From an optimization exercise on the open Yosys and OpenROAD flow, aimed at small area, a short achievable clock period and few clock cycles per item; shortcuts taken in it are not production practice. Only simulation tests tie the RTL to the original design; equivalence was not proved. Power figures rest on the tool's default switching activity, not on a simulated workload.

==> flow/design.v <==
`timescale 1ns / 1ps
package sla_pkg;
  localparam int PULSE_PERIOD     = 1000;
  localparam int FADE_TICKS       = 3000;
  localparam int FLASH_STEP_TICKS = 150;
  localparam int FLASH_STEP_COUNT = 6;
  localparam int ALARM_DEN = 100 * PULSE_PERIOD;
  localparam int MUL_MAX   = (ALARM_DEN > FADE_TICKS) ? ALARM_DEN : FADE_TICKS;
  localparam int PP_W   = $clog2(PULSE_PERIOD);
  localparam int FADE_W = $clog2(FADE_TICKS + 1);
  localparam int M_W    = $clog2(MUL_MAX + 1);
  localparam int ACC_W  = M_W + 8;
  localparam int CNT_W  = 4;
  localparam logic [1:0] KIND_TICK  = 2'd0;
  localparam logic [1:0] KIND_SET   = 2'd1;
  localparam logic [1:0] KIND_FLASH = 2'd2;
  localparam logic [2:0] MODE_STAND   = 3'd0;
  localparam logic [2:0] MODE_SIT     = 3'd1;
  localparam logic [2:0] MODE_WALK    = 3'd2;
  localparam logic [2:0] MODE_DIZZY   = 3'd3;
  localparam logic [2:0] MODE_ALARM   = 3'd4;
  localparam logic [2:0] MODE_RECOVER = 3'd5;
  localparam logic [2:0] REG_STAND = 3'd0;
  localparam logic [2:0] REG_SIT   = 3'd1;
  localparam logic [2:0] REG_WALK  = 3'd2;
  localparam logic [2:0] REG_DIZZY = 3'd3;
  localparam logic [2:0] REG_ALARM = 3'd4;
  localparam logic [2:0] REG_FLASH = 3'd5;
  localparam logic [23:0] RST_STAND = 24'h0000FF;
  localparam logic [23:0] RST_SIT   = 24'h00FFFF;
  localparam logic [23:0] RST_WALK  = 24'h00FF00;
  localparam logic [23:0] RST_DIZZY = 24'hFFBF00;
  localparam logic [23:0] RST_ALARM = 24'hFF0000;
  localparam logic [23:0] RST_FLASH = 24'hA000FF;
  typedef struct packed {
    logic             show;
    logic             calc;
    logic [23:0]      rgb;
    logic [23:0]      a_rgb;
    logic [23:0]      b_rgb;
    logic [M_W-1:0]   m1;
    logic [M_W-1:0]   m2;
    logic [ACC_W-1:0] dvs;
  } sla_job_t;
  typedef struct packed {
    logic load;
    logic mul;
    logic div;
  } sla_lane_ctl_t;
  typedef struct packed {
    logic       show;
    logic [7:0] red;
    logic [7:0] green;
    logic [7:0] blue;
  } sla_pix_t;
endpackage
`timescale 1ns / 1ps
module sla_lane (
  input  logic                         clk,
  input  sla_pkg::sla_lane_ctl_t       ctl,
  input  logic [7:0]                   a,
  input  logic [7:0]                   b,
  input  logic [sla_pkg::M_W-1:0]      m1,
  input  logic [sla_pkg::M_W-1:0]      m2,
  input  logic [sla_pkg::ACC_W-1:0]    dvs,
  output logic [7:0]                   q
);
  logic [7:0]                a_r;
  logic [7:0]                b_r;
  logic [sla_pkg::M_W-1:0]   m1_r;
  logic [sla_pkg::M_W-1:0]   m2_r;
  logic [sla_pkg::ACC_W-1:0] acc_r;
  logic [sla_pkg::ACC_W-1:0] d_r;
  logic [7:0]                q_r;
  logic [sla_pkg::ACC_W-1:0] mul_nxt;
  always_comb begin
    mul_nxt = {acc_r[sla_pkg::ACC_W-2:0], 1'b0};
    if (a_r[7]) begin
      mul_nxt = mul_nxt + sla_pkg::ACC_W'(m1_r);
    end
    if (b_r[7]) begin
      mul_nxt = mul_nxt + sla_pkg::ACC_W'(m2_r);
    end
  end
  always_ff @(posedge clk) begin
    if (ctl.load) begin
      a_r   <= a;
      b_r   <= b;
      m1_r  <= m1;
      m2_r  <= m2;
      acc_r <= '0;
      d_r   <= dvs;
      q_r   <= '0;
    end else if (ctl.mul) begin
      acc_r <= mul_nxt;
      a_r   <= {a_r[6:0], 1'b0};
      b_r   <= {b_r[6:0], 1'b0};
    end else if (ctl.div) begin
      if (acc_r >= d_r) begin
        acc_r <= acc_r - d_r;
        q_r   <= {q_r[6:0], 1'b1};
      end else begin
        q_r   <= {q_r[6:0], 1'b0};
      end
      d_r <= d_r >> 1;
    end
  end
  assign q = q_r;
endmodule
`timescale 1ns / 1ps
module sla_ctrl (
  input  logic              clk,
  input  logic              rst_n,
  input  logic              cfg_we,
  input  logic [2:0]        cfg_index,
  input  logic [23:0]       cfg_wdata,
  input  logic              accept,
  input  logic [1:0]        kind,
  input  logic [2:0]        new_mode,
  output sla_pkg::sla_job_t job
);
  logic [23:0] stand_r, sit_r, walk_r, dizzy_r, alarm_r, flash_r;
  logic [2:0]                 mode_r, mode_nxt;
  logic [sla_pkg::PP_W-1:0]   pp_r, pp_nxt;
  logic [sla_pkg::FADE_W-1:0] fade_r, fade_nxt;
  logic                       fl_act_r, fl_act_nxt;
  logic [2:0]                 fl_step_r, fl_step_nxt;
  logic [7:0]                 fl_el_r, fl_el_nxt;
  logic [1:0]               steady_sel;
  logic [23:0]              steady_rgb;
  logic [7:0]               el_inc;
  logic [2:0]               step_inc;
  logic [sla_pkg::PP_W-1:0] x;
  logic [sla_pkg::M_W-1:0]  num;
  assign steady_sel = (kind == sla_pkg::KIND_SET) ? new_mode[1:0] : mode_r[1:0];
  always_comb begin
    case (steady_sel)
      2'd0:    steady_rgb = stand_r;
      2'd1:    steady_rgb = sit_r;
      2'd2:    steady_rgb = walk_r;
      default: steady_rgb = dizzy_r;
    endcase
  end
  always_comb begin
    mode_nxt    = mode_r;
    pp_nxt      = pp_r;
    fade_nxt    = fade_r;
    fl_act_nxt  = fl_act_r;
    fl_step_nxt = fl_step_r;
    fl_el_nxt   = fl_el_r;
    el_inc      = fl_el_r;
    step_inc    = fl_step_r;
    x           = '0;
    num         = '0;
    job         = '0;
    case (kind)
      sla_pkg::KIND_SET: begin
        if (new_mode <= sla_pkg::MODE_RECOVER) begin
          mode_nxt = new_mode;
          pp_nxt   = '0;
          fade_nxt = '0;
          if (new_mode <= sla_pkg::MODE_DIZZY) begin
            job.show = 1'b1;
            job.rgb  = steady_rgb;
          end
        end
      end
      sla_pkg::KIND_FLASH: begin
        fl_act_nxt  = 1'b1;
        fl_step_nxt = '0;
        fl_el_nxt   = '0;
      end
      sla_pkg::KIND_TICK: begin
        pp_nxt = (pp_r == sla_pkg::PP_W'(sla_pkg::PULSE_PERIOD - 1)) ? '0 : pp_r + 1'b1;
        if (fade_r < sla_pkg::FADE_W'(sla_pkg::FADE_TICKS)) begin
          fade_nxt = fade_r + 1'b1;
        end
        if (fl_act_r) begin
          el_inc    = (fl_el_r < 8'd255) ? fl_el_r + 8'd1 : fl_el_r;
          fl_el_nxt = el_inc;
          if (el_inc >= 8'(sla_pkg::FLASH_STEP_TICKS)) begin
            step_inc    = fl_step_r + 3'd1;
            fl_step_nxt = step_inc;
            fl_el_nxt   = '0;
            if (step_inc >= 3'(sla_pkg::FLASH_STEP_COUNT)) begin
              fl_act_nxt = 1'b0;
              if (mode_r <= sla_pkg::MODE_DIZZY) begin
                job.show = 1'b1;
                job.rgb  = steady_rgb;
              end
            end
          end
        end
        if (fl_act_nxt) begin
          job.show = 1'b1;
          job.rgb  = fl_step_nxt[0] ? 24'd0 : flash_r;
        end else if (mode_r == sla_pkg::MODE_ALARM) begin
          x = ({1'b0, pp_nxt, 1'b0} < (sla_pkg::PP_W + 2)'(sla_pkg::PULSE_PERIOD)) ?
              pp_nxt : sla_pkg::PP_W'(sla_pkg::PULSE_PERIOD) - pp_nxt;
          num = sla_pkg::M_W'(15 * sla_pkg::PULSE_PERIOD) +
                sla_pkg::M_W'(x) * sla_pkg::M_W'(170);
          job.calc  = 1'b1;
          job.a_rgb = alarm_r;
          job.m1    = num;
          job.dvs   = sla_pkg::ACC_W'(sla_pkg::ALARM_DEN) << 7;
        end else if (mode_r == sla_pkg::MODE_RECOVER) begin
          job.calc  = 1'b1;
          job.a_rgb = dizzy_r;
          job.b_rgb = walk_r;
          job.m1    = sla_pkg::M_W'(sla_pkg::FADE_TICKS) - sla_pkg::M_W'(fade_nxt);
          job.m2    = sla_pkg::M_W'(fade_nxt);
          job.dvs   = sla_pkg::ACC_W'(sla_pkg::FADE_TICKS) << 7;
        end
      end
      default: ;
    endcase
  end
  always_ff @(posedge clk) begin
    if (!rst_n) begin
      stand_r   <= sla_pkg::RST_STAND;
      sit_r     <= sla_pkg::RST_SIT;
      walk_r    <= sla_pkg::RST_WALK;
      dizzy_r   <= sla_pkg::RST_DIZZY;
      alarm_r   <= sla_pkg::RST_ALARM;
      flash_r   <= sla_pkg::RST_FLASH;
      mode_r    <= sla_pkg::MODE_STAND;
      pp_r      <= '0;
      fade_r    <= '0;
      fl_act_r  <= 1'b0;
      fl_step_r <= '0;
      fl_el_r   <= '0;
    end else begin
      if (cfg_we) begin
        case (cfg_index)
          sla_pkg::REG_STAND: stand_r <= cfg_wdata;
          sla_pkg::REG_SIT:   sit_r   <= cfg_wdata;
          sla_pkg::REG_WALK:  walk_r  <= cfg_wdata;
          sla_pkg::REG_DIZZY: dizzy_r <= cfg_wdata;
          sla_pkg::REG_ALARM: alarm_r <= cfg_wdata;
          sla_pkg::REG_FLASH: flash_r <= cfg_wdata;
          default: ;
        endcase
      end
      if (accept) begin
        mode_r    <= mode_nxt;
        pp_r      <= pp_nxt;
        fade_r    <= fade_nxt;
        fl_act_r  <= fl_act_nxt;
        fl_step_r <= fl_step_nxt;
        fl_el_r   <= fl_el_nxt;
      end
    end
  end
endmodule
`timescale 1ns / 1ps
module status_led_animator (
  input  logic             clk,
  input  logic             rst_n,
  input  logic             in_valid,
  output logic             in_ready,
  input  logic [1:0]       in_kind,
  input  logic [2:0]       in_new_mode,
  output logic             out_valid,
  input  logic             out_ready,
  output logic             out_show,
  output logic [7:0]       out_red,
  output logic [7:0]       out_green,
  output logic [7:0]       out_blue,
  input  logic             cfg_we,
  input  logic [2:0]       cfg_index,
  input  logic [23:0]      cfg_wdata
);
  typedef enum logic [2:0] {
    ST_IDLE = 3'b001,
    ST_CALC = 3'b010,
    ST_WRAP = 3'b100
  } sla_state_t;
  sla_state_t state_r;
  logic [sla_pkg::CNT_W-1:0] cnt_r;
  sla_pkg::sla_job_t      job;
  sla_pkg::sla_lane_ctl_t lane_ctl;
  sla_pkg::sla_pix_t      res_r, out_r;
  logic                   res_valid_r, out_valid_r;
  logic                   accept;
  logic                   out_free;
  logic [7:0]             lane_q [3];
  assign in_ready = (state_r == ST_IDLE) && !res_valid_r;
  assign accept      = in_valid && in_ready;
  assign out_free    = !out_valid_r || out_ready;
  sla_ctrl u_ctrl (
    .clk       (clk),
    .rst_n     (rst_n),
    .cfg_we    (cfg_we),
    .cfg_index (cfg_index),
    .cfg_wdata (cfg_wdata),
    .accept    (accept),
    .kind      (in_kind),
    .new_mode  (in_new_mode),
    .job       (job)
  );
  assign lane_ctl.load = accept && job.calc;
  assign lane_ctl.mul  = (state_r == ST_CALC) && !cnt_r[sla_pkg::CNT_W-1];
  assign lane_ctl.div  = (state_r == ST_CALC) && cnt_r[sla_pkg::CNT_W-1];
  for (genvar i = 0; i < 3; i++) begin : g_lane
    sla_lane u_lane (
      .clk (clk),
      .ctl (lane_ctl),
      .a   (job.a_rgb[8*i +: 8]),
      .b   (job.b_rgb[8*i +: 8]),
      .m1  (job.m1),
      .m2  (job.m2),
      .dvs (job.dvs),
      .q   (lane_q[i])
    );
  end
  always_ff @(posedge clk) begin
    if (!rst_n) begin
      state_r     <= ST_IDLE;
      cnt_r       <= '0;
      res_valid_r <= 1'b0;
      out_valid_r <= 1'b0;
    end else begin
      if (res_valid_r && out_free) begin
        out_valid_r <= 1'b1;
        res_valid_r <= 1'b0;
      end else if (out_ready) begin
        out_valid_r <= 1'b0;
      end
      case (state_r)
        ST_IDLE: begin
          if (accept) begin
            if (job.calc) begin
              state_r <= ST_CALC;
              cnt_r   <= '0;
            end else begin
              res_valid_r <= 1'b1;
            end
          end
        end
        ST_CALC: begin
          cnt_r <= cnt_r + 1'b1;
          if (cnt_r == '1) begin
            state_r <= ST_WRAP;
          end
        end
        ST_WRAP: begin
          res_valid_r <= 1'b1;
          state_r     <= ST_IDLE;
        end
        default: state_r <= ST_IDLE;
      endcase
    end
  end
  always_ff @(posedge clk) begin
    if (accept && !job.calc) begin
      res_r.show  <= job.show;
      res_r.red   <= job.rgb[23:16];
      res_r.green <= job.rgb[15:8];
      res_r.blue  <= job.rgb[7:0];
    end else if (state_r == ST_WRAP) begin
      res_r.show  <= 1'b1;
      res_r.red   <= lane_q[2];
      res_r.green <= lane_q[1];
      res_r.blue  <= lane_q[0];
    end
    if (res_valid_r && out_free) begin
      out_r <= res_r;
    end
  end
  assign out_valid = out_valid_r;
  assign out_show  = out_r.show;
  assign out_red  = out_r.red;
  assign out_green = out_r.green;
  assign out_blue = out_r.blue;
endmodule
==> flow/run.sh <==
#!/bin/bash
# synth_recipe.tcl (not shown) runs the flow's synth.tcl, then flattens the netlist and writes it again
# the make line also repeats each setting of config.mk as NAME=value (left out here)
make -C /OpenROAD-flow-scripts/flow DESIGN_CONFIG=/design/flow/config.mk WORK_HOME=/design/flow/orfs CLKGATE_MAP_FILE= SYNTH_SCRIPT=/design/flow/synth_recipe.tcl finish
==> flow/config.mk <==
export PLATFORM = sky130hd
export DESIGN_NAME = status_led_animator
export DESIGN_NICKNAME = status_led_animator
export VERILOG_FILES = /design/flow/design.v
export SDC_FILE = /design/flow/constraint.sdc
export NUM_CORES = 4
export LEC_CHECK = 0
export CAP_MARGIN = 20
export CORE_MARGIN = 2
export CORE_UTILIZATION = 40
export PLACE_DENSITY = 0.6
export SLEW_MARGIN = 20
==> flow/constraint.sdc <==
create_clock -name core_clock -period 7.5 [get_ports {clk}]
set_input_delay 1.5000 -clock core_clock [delete_from_list [all_inputs] [get_ports {clk}]]
set_output_delay 1.5000 -clock core_clock [all_outputs]
set_load 0.01 [all_outputs]
==> run summary <==
Startpoint Class=flop; DRT iter0 DRCs=around 1900; largest net degree at the start of global routing=75; P per Cell Area=~210 nW/um2; Async S/R FF share, synth=0%; DRT Pass-1 Iters=6; post-synthesis register bit count=440; CTS tree=yes; Post-synth EDFFs=151; clock buffer depth=3; Inserted Clock Buffers=51; # IOs=64; Max-Cap Viols=0; endpoint type of the worst setup path=flop; final instance area=between 30000 and 40000 um2; biggest regs=g_lane.u_lane.acc_r (75), out_r (25), res_r (25); final hold violation count=0; Data required, critical path=about 7900 ps; FMAX=between 0.1 and 0.15 GHz; Worst Path Max Fanout=7; first-pass GRT wire length=about 130000 um; Die Wd=276 um; Syn Inst Count=3516; antenna violations before repair=0; Hold Path Class=flop to flop; Top FF cell, synth=dfxtp_1; Slew headroom=between 30% and 40%; hold buffer count at cts=0; number of cell rows=99; chip height=~280 um; drt wl/cell=18.8 um; # setup viols final=0; diode count=0; Die ar.=around 76000 um2; yosys warns=4; post-route setup slack=roughly 670 ps; leak pwr=about 13 nW; clock latency on the worst-skew pair=640 ps; clock root buffer=clkbuf_16; Reg with most FFs=g_lane.u_lane.acc_r; fin cells=4508; Residual DRC=0; Largest register FFs=75; Layout area overhead=11.3%; Antenna Nets Post-Route=0; total track usage=22.0%; VDD IR max=about 170 uV; core area=73000 um2; Placed Area=between 30000 and 40000 um2; Clock transition at path regs=about 60 ps; GPL Wtd Cong=0.918; Distinct cells, synth=96; Setup Crit Path Kind=flop to flop; # resized after CTS=0; Final nets=~3800; Initial Util=around two fifths; Cell Area, Synth=slightly below 30000 um2; status=complete, no violations; vias per std cell=~5.6; Min Clock Period, post-route=roughly 6800 ps; wirelength, routed=around 85000 um; Syn Nets=approximately 3800; Avg Inst Size Synth=8.39 um2; Slew Viols, Final=0; share of cells above drive strength 1=approximately 6.9%; sequential fraction of the synthesis area=35.0%; worst clock skew=between 40 and 50 ps; Detail Placement HPWL=59600 um; Sink Count=between 400 and 500; data arrival time of the critical path=slightly above 7000 ps; measured slew at the worst slew-check pin=between 1000 and 1500 ps; # placed instances=roughly 4400; Via Count=25417; Fin Setup TNS=0 ps; RSZ-0062 raised after global routing=false; port bufs=63; DP Worst Slack=697 ps; CTS H-tree lvls=2; vias in the first global route=23867; Remaining Overflow, GRT=0; period utilization=91.0%; Min Hold Slack=419 ps; Post-CTS Setup Bufs=0
## cell usage in the layout (no fill, tap or decap), types with 10 or more instances in the layout
cell type,synthesis,layout
or3_1,19,19
a31oi_1,29,29
nand3_1,157,155
buf_4,0,42
and2_1,20,20
mux4_2,24,24
a211oi_1,50,50
a22o_1,23,23
a22oi_1,36,36
nand2_1,514,513
nor2_1,292,287
o21a_1,25,25
o21ai_0,185,185
and3_1,27,27
dfxtp_1,289,288
nor2b_1,40,37
xnor2_1,138,138
a21o_1,83,83
clkdlybuf4s50_1,0,62
inv_1,132,131
clkinv_2,0,10
nand4_1,31,31
mux2i_1,56,54
ha_1,202,202
nor3_1,65,62
nand2b_1,33,32
a21oi_1,347,346
clkbuf_16,0,53
o22ai_1,19,19
o211ai_1,27,27
fa_1,20,20
xor2_1,86,86
o21bai_1,28,28
edfxtp_1,151,151
mux2_2,27,27
## where the power goes
part	internal [mW]	switching (mW)	total (mW)	leakage [nW]
Combinational	0.663	0.872	1.54	8.38
Clock	1.43	1.12	2.54	0.817
Sequential	2.58	0.0987	2.68	3.70
## metal layers
| metal | share of wire [%] | routed length, um | global-route usage, % | vias up |
|---|---|---|---|---|
| met1 | 47 | 39500 | 30.5 | 12017 |
| met5 | 0 | 0 | 0 | - |
| met4 | 2.7 | 2250 | 6.90 | 0 |
| li1 | - | - | - | 12625 |
| met3 | 5.1 | 4330 | 2.49 | 126 |
| met2 | 46 | 38500 | 35.8 | 649 |
## final timing paths
check                              startpoint                                       to  slack, ps  cells after the start
hold reg to reg            res_r[9]$_DFFE_PP_                       out_r[9]$_DFFE_PP_        420                      0
setup / recovery  u_ctrl.pp_r[0]$_SDFFE_PN0P_  g_lane[2].u_lane.m1_r[15]$_SDFFCE_PP0P_        670                     26
hold / removal             res_r[9]$_DFFE_PP_                       out_r[9]$_DFFE_PP_        420                      0
setup reg to reg  u_ctrl.pp_r[0]$_SDFFE_PN0P_  g_lane[2].u_lane.m1_r[15]$_SDFFCE_PP0P_        670                     26
## cell families (layout without fill, tap and decap cells)
logic type	after synthesis	in the layout	synth area share (%)
adder cells (fa/ha/maj)	223	223	9.95
AO/OA/AOI/OAI	961	961	20.4
buffers and inverters	302	335	3.92
multiplexers	108	108	4.81
AND/OR/NAND/NOR	1258	1258	19.3
flip-flops	440	440	35.0
XOR/XNOR	224	224	6.65
## critical path: stages (launching register included)
cell and delay, ps:
dfxtp_1 390, ha_1 300, nand3_1 150, or2_1 280
xor2_1 140, nor2_1 240, nand3_1 190, or3_1 370
o21ai_1 250, nand2b_1 120, xnor2_1 230, ha_1 310
fa_1 550, ha_1 390, inv_1 80, fa_1 500
inv_1 40, ha_1 320, a21boi_0 260, o21ai_0 170
a211oi_1 300, o21ai_0 150, nor2b_1 160, xnor2_1 280
o41ai_1 160, xor2_1 140, o21ai_0 80
## per-stage QoR
stage                     power [mW]  utilization [%]
after detailed placement        4.24             42.6
after floorplan                 3.88                -
after global placement          4.23             42.6
final                           6.76             45.0
after global routing            7.09             45.0
after CTS                       6.79             45.0
## Yosys cell counts, types with 50 or more instances
library cell	instances	area (um2)
nand2_1	514	1930
a21oi_1	347	1740
nor2_1	292	1100
dfxtp_1	289	5790
ha_1	202	2530
o21ai_0	185	926
nand3_1	157	786
edfxtp_1	151	4530
xnor2_1	138	1210
clkbuf_1	136	510
inv_1	132	495
xor2_1	86	753
a21o_1	83	623
nor3_1	65	325
mux2i_1	56	561
a211oi_1	50	375
## layout make-up
class	count	area, um2
clock buffers	62	1370
clock inverters	34	349
fillers	7180	40100
inverters	134	508
multi-input cells	2774	18100
flip-flops and latches	440	10300
well taps	959	1200
repair buffers	105	941
Testbench counts, summed over its fixed seeds: cycles 455,450, items 32,000.

==> port drivers added, routing unchanged <==
The flow's constraints put no driver on any port. The routed layout listed below was extracted and timed again, unchanged, in two steps. Step 1 (the two cells are an assumption about what drives the block):
set clk [get_ports {clk}]
set_driving_cell -lib_cell sky130_fd_sc_hd__clkbuf_16 $clk
set_driving_cell -lib_cell sky130_fd_sc_hd__buf_2 [delete_from_list [all_inputs] $clk]
Step 2 moves the port delays by t, midway between the first and last clock arrival at a register: inputs arrive t later, outputs are due t later. That takes back most of the time a late clock gives input paths. a / b / c = no drivers / after step 1 / after step 2; a / b = the first two.
t, ns: 0.677
slack for setup (ns): 0.674 / 0.674 / 0.674
worst setup path at the end: register to register
slew at the worst register clock pin (ns): 0.06 / 0.06
cell pins on the clock port's net: 1
After both steps setup and hold are still met in this run. The setup slack of this run moves by 0.000 ns with the drivers and by 0.000 ns with both steps.
